This design comes from an exercise in tuning for small area, a short achievable clock period and few clock cycles per item on the open sky130 flow, not from production work.
No activity file was given, so power comes from the tool's default toggle rates.

Setup of harbor:
==> flow/design.v <==
package blend_pkg;
	typedef logic [8-1:0] channel_t;
	typedef struct packed
	{
		channel_t r;
		channel_t g;
		channel_t b;
	} rgb_t;
	typedef logic [12-1:0] pixel_addr_t;
	typedef struct packed
	{
		pixel_addr_t addr;   
		rgb_t rgb;           
		channel_t alpha;     
		logic last;          
	} src_entry_t;
	typedef struct packed
	{
		pixel_addr_t addr;   
		rgb_t rgb;           
		logic last;          
	} res_entry_t;
endpackage
module alpha_blend_csa
(
	input logic [15:0] x,
	input logic [15:0] y,
	input logic [15:0] z,
	output logic [15:0] s,
	output logic [15:0] c
);
	assign s = x ^ y ^ z;
	assign c = {((x & y) | (x & z) | (y & z)), 1'b0};
endmodule
module alpha_blend_sum
(
	input logic [7:0] s,
	input logic [7:0] d,
	input logic [7:0] a,
	output logic [15:0] n0,
	output logic [15:0] n1
);
	logic [15:0] r [8];
	logic [15:0] l1s0, l1c0, l1s1, l1c1;
	logic [15:0] l2s0, l2c0, l2s1, l2c1;
	logic [15:0] l3s, l3c;
	always_comb
		for (int k = 0; k < 8; k++)
			r[k] = 16'(a[k] ? s : d) << k;
	alpha_blend_csa c10 (.x(r[0]), .y(r[1]), .z(r[2]), .s(l1s0), .c(l1c0));
	alpha_blend_csa c11 (.x(r[3]), .y(r[4]), .z(r[5]), .s(l1s1), .c(l1c1));
	alpha_blend_csa c20 (.x(l1s0), .y(l1c0), .z(l1s1), .s(l2s0), .c(l2c0));
	alpha_blend_csa c21 (.x(l1c1), .y(r[6]), .z(r[7]), .s(l2s1), .c(l2c1));
	alpha_blend_csa c30 (.x(l2s0), .y(l2c0), .z(l2s1), .s(l3s), .c(l3c));
	alpha_blend_csa c40 (.x(l3s), .y(l3c), .z(l2c1), .s(n0), .c(n1));
endmodule
module alpha_blend_div
(
	input logic [15:0] n0,
	input logic [15:0] n1,
	output logic [7:0] q
);
	logic [15:0] n;
	logic [8:0] t;
	assign n = n0 + n1;
	assign t = {1'b0, n[15:8]} + {1'b0, n[7:0]} + 9'd1;
	assign q = n[15:8] + {7'd0, t[8]};
endmodule
module alpha_compositor
(
	input logic clk,
	input logic reset,
	input logic src_valid,
	output logic src_ready,
	input blend_pkg::pixel_addr_t src_addr,
	input blend_pkg::channel_t src_r,
	input blend_pkg::channel_t src_g,
	input blend_pkg::channel_t src_b,
	input blend_pkg::channel_t src_a,
	input logic src_last,
	output logic wb_cyc,
	output logic wb_stb,
	output logic wb_we,
	output blend_pkg::pixel_addr_t wb_adr,
	output blend_pkg::rgb_t wb_dat_w,
	input blend_pkg::rgb_t wb_dat_r,
	input logic wb_ack,
	output logic frame_done
);
	logic busy;
	logic wlast;        
	logic bv;
	logic [23:0] b_s;
	logic [7:0] b_a;
	logic [23:0] b_d;
	logic [11:0] b_addr;
	logic b_last;
	logic [1:0] k1;     
	logic s1v;
	logic [1:0] s1c;
	logic [15:0] s1n0;
	logic [15:0] s1n1;
	logic rdy;          
	logic hz;           
	logic rd_ack;
	logic wr_ack;
	logic free;
	logic wb_free;
	logic pv;
	logic pr;
	logic po;
	logic b_done;
	logic issue_r;
	logic issue_w;
	logic load_b;
	logic s1_take;
	logic s1_load;
	logic [7:0] ch_s;
	logic [7:0] ch_d;
	logic [15:0] ch_n0;
	logic [15:0] ch_n1;
	logic [7:0] ch_q;
	assign wb_cyc = busy;
	assign wb_stb = busy;
	assign src_ready = rdy;
	assign rd_ack = busy && !wb_we && wb_ack;
	assign wr_ack = busy && wb_we && wb_ack;
	assign free = !busy || wr_ack;
	assign wb_free = !(busy && wb_we) || wb_ack;
	assign pv = src_valid && !rdy;
	assign pr = pv && (src_a != 8'hff);
	assign po = pv && (src_a == 8'hff);
	assign b_done = bv && (k1 == 2'd3);
	assign issue_r = free && pr;
	assign issue_w = (rd_ack && bv) || (free && !pr && b_done);
	assign load_b = (rd_ack && !hz) || (free && po && (!bv || issue_w));
	assign s1_take = s1v && wb_free;
	assign s1_load = bv && (k1 != 2'd3) && (!s1v || s1_take);
	always_comb
	begin
		case (k1)
			2'd0: begin ch_s = b_s[23:16]; ch_d = b_d[23:16]; end
			2'd1: begin ch_s = b_s[15:8]; ch_d = b_d[15:8]; end
			default: begin ch_s = b_s[7:0]; ch_d = b_d[7:0]; end
		endcase
	end
	alpha_blend_sum sum_u (.s(ch_s), .d(ch_d), .a(b_a), .n0(ch_n0), .n1(ch_n1));
	alpha_blend_div div_u (.n0(s1n0), .n1(s1n1), .q(ch_q));
	always_ff @(posedge clk)
	begin
		if (!reset)
		begin
			busy <= 1'b0;
			bv <= 1'b0;
			k1 <= 2'd3;
			s1v <= 1'b0;
			rdy <= 1'b0;
			hz <= 1'b0;
			frame_done <= 1'b0;
		end
		else
		begin
			frame_done <= wr_ack && wlast;
			rdy <= (rd_ack && !hz) || (load_b && !rd_ack);
			hz <= bv && (src_addr == b_addr);
			if (issue_r || issue_w)
				busy <= 1'b1;
			else if (wb_ack)
				busy <= 1'b0;
			if (load_b)
			begin
				bv <= 1'b1;
				k1 <= 2'd0;
			end
			else
			begin
				if (issue_w)
					bv <= 1'b0;
				if (s1_load)
					k1 <= k1 + 2'd1;
			end
			if (s1_load)
				s1v <= 1'b1;
			else if (s1_take)
				s1v <= 1'b0;
		end
	end
	always_ff @(posedge clk)
	begin
		if (issue_r)
		begin
			wb_we <= 1'b0;
			wb_adr <= src_addr;
		end
		else if (issue_w)
		begin
			wb_we <= 1'b1;
			wb_adr <= b_addr;
			wlast <= b_last;
		end
		if (rd_ack)
			b_d <= wb_dat_r;
		if (load_b)
		begin
			b_s <= {src_r, src_g, src_b};
			b_a <= src_a;
			b_addr <= src_addr;
			b_last <= src_last;
		end
		if (s1_load)
		begin
			s1n0 <= ch_n0;
			s1n1 <= ch_n1;
			s1c <= k1;
		end
		if (s1_take)
		begin
			case (s1c)
				2'd0: wb_dat_w[23:16] <= ch_q;
				2'd1: wb_dat_w[15:8] <= ch_q;
				default: wb_dat_w[7:0] <= ch_q;
			endcase
		end
	end
endmodule
export LEC_CHECK = 0
export CAP_MARGIN = 20
export CORE_MARGIN = 2
export CORE_UTILIZATION = 40
export SETUP_SLACK_MARGIN = 5
export SLEW_MARGIN = 20
create_clock -name core_clock -period 8.0 [get_ports {clk}]
run.sh (not shown) runs the stock make flow with config.mk's settings and CLKGATE_MAP_FILE= SYNTH_SCRIPT=/design/flow/synth_recipe.tcl, a recipe that flattens the netlist after the stock synthesis.
harbor finished every stage and its layout cleared the timing, design-rule and antenna checks.
Input-level comparison between willow and harbor:
Settings: SETUP_SLACK_MARGIN no longer set, was 5.
Looking at fraction of power consumed by combinational cells, willow sits below harbor.
STATUS wire length of the first global-routing pass: willow wins against harbor
willow reports its master of the slowest instance on the critical path as nor2_1 while harbor reports fa_1.
Worst hold slack across all endpoints: harbor vs willow, no meaningful difference
willow: total power density per cell area is about 4% higher than what harbor reported.
willow ends up with a global-route usage that is 3.5 points lower than in harbor.
Critical path's largest stage delay in willow is 290 ps higher than in harbor
The synthesis-to-finish area growth number comes out higher for harbor vs willow.
Fmax: willow below harbor
Final cell area: willow below harbor
Total congestion overflow came out exactly the same in harbor and willow.
~same worst clock skew in harbor and willow
No functional check of the RTL was part of any run of this note.

afterwards: timing with drivers on the ports:
The flow's constraints put no driver on any port. The routed layouts listed below were extracted and timed again, unchanged, in two steps.
Step 1 assumes that a clkbuf_16 drives the clock port and a buf_2 every other input.
Step 2 adds t to the input delays and takes it off the output delays; t is the mean of the earliest and latest rising clock arrival at the registers after step 1. Input paths then give back, and output paths get back, about the clock's delay inside the block.
a / b / c = ideal ports / drivers / drivers and shift; a / b = the first two.
| run | shift t [ns] | slack for setup (ns) | clock arrival spread, ns | worst data-port slew with drivers (ns) |
|---|---|---|---|---|
| harbor | 0.468 | 4.206 / 4.206 / 4.206 | 0.011 / 0.011 | 0.04 |
| willow | 0.460 | 3.258 / 3.258 / 3.258 | 0.012 / 0.012 | 0.05 |
After both steps setup and hold are still met in every run listed.
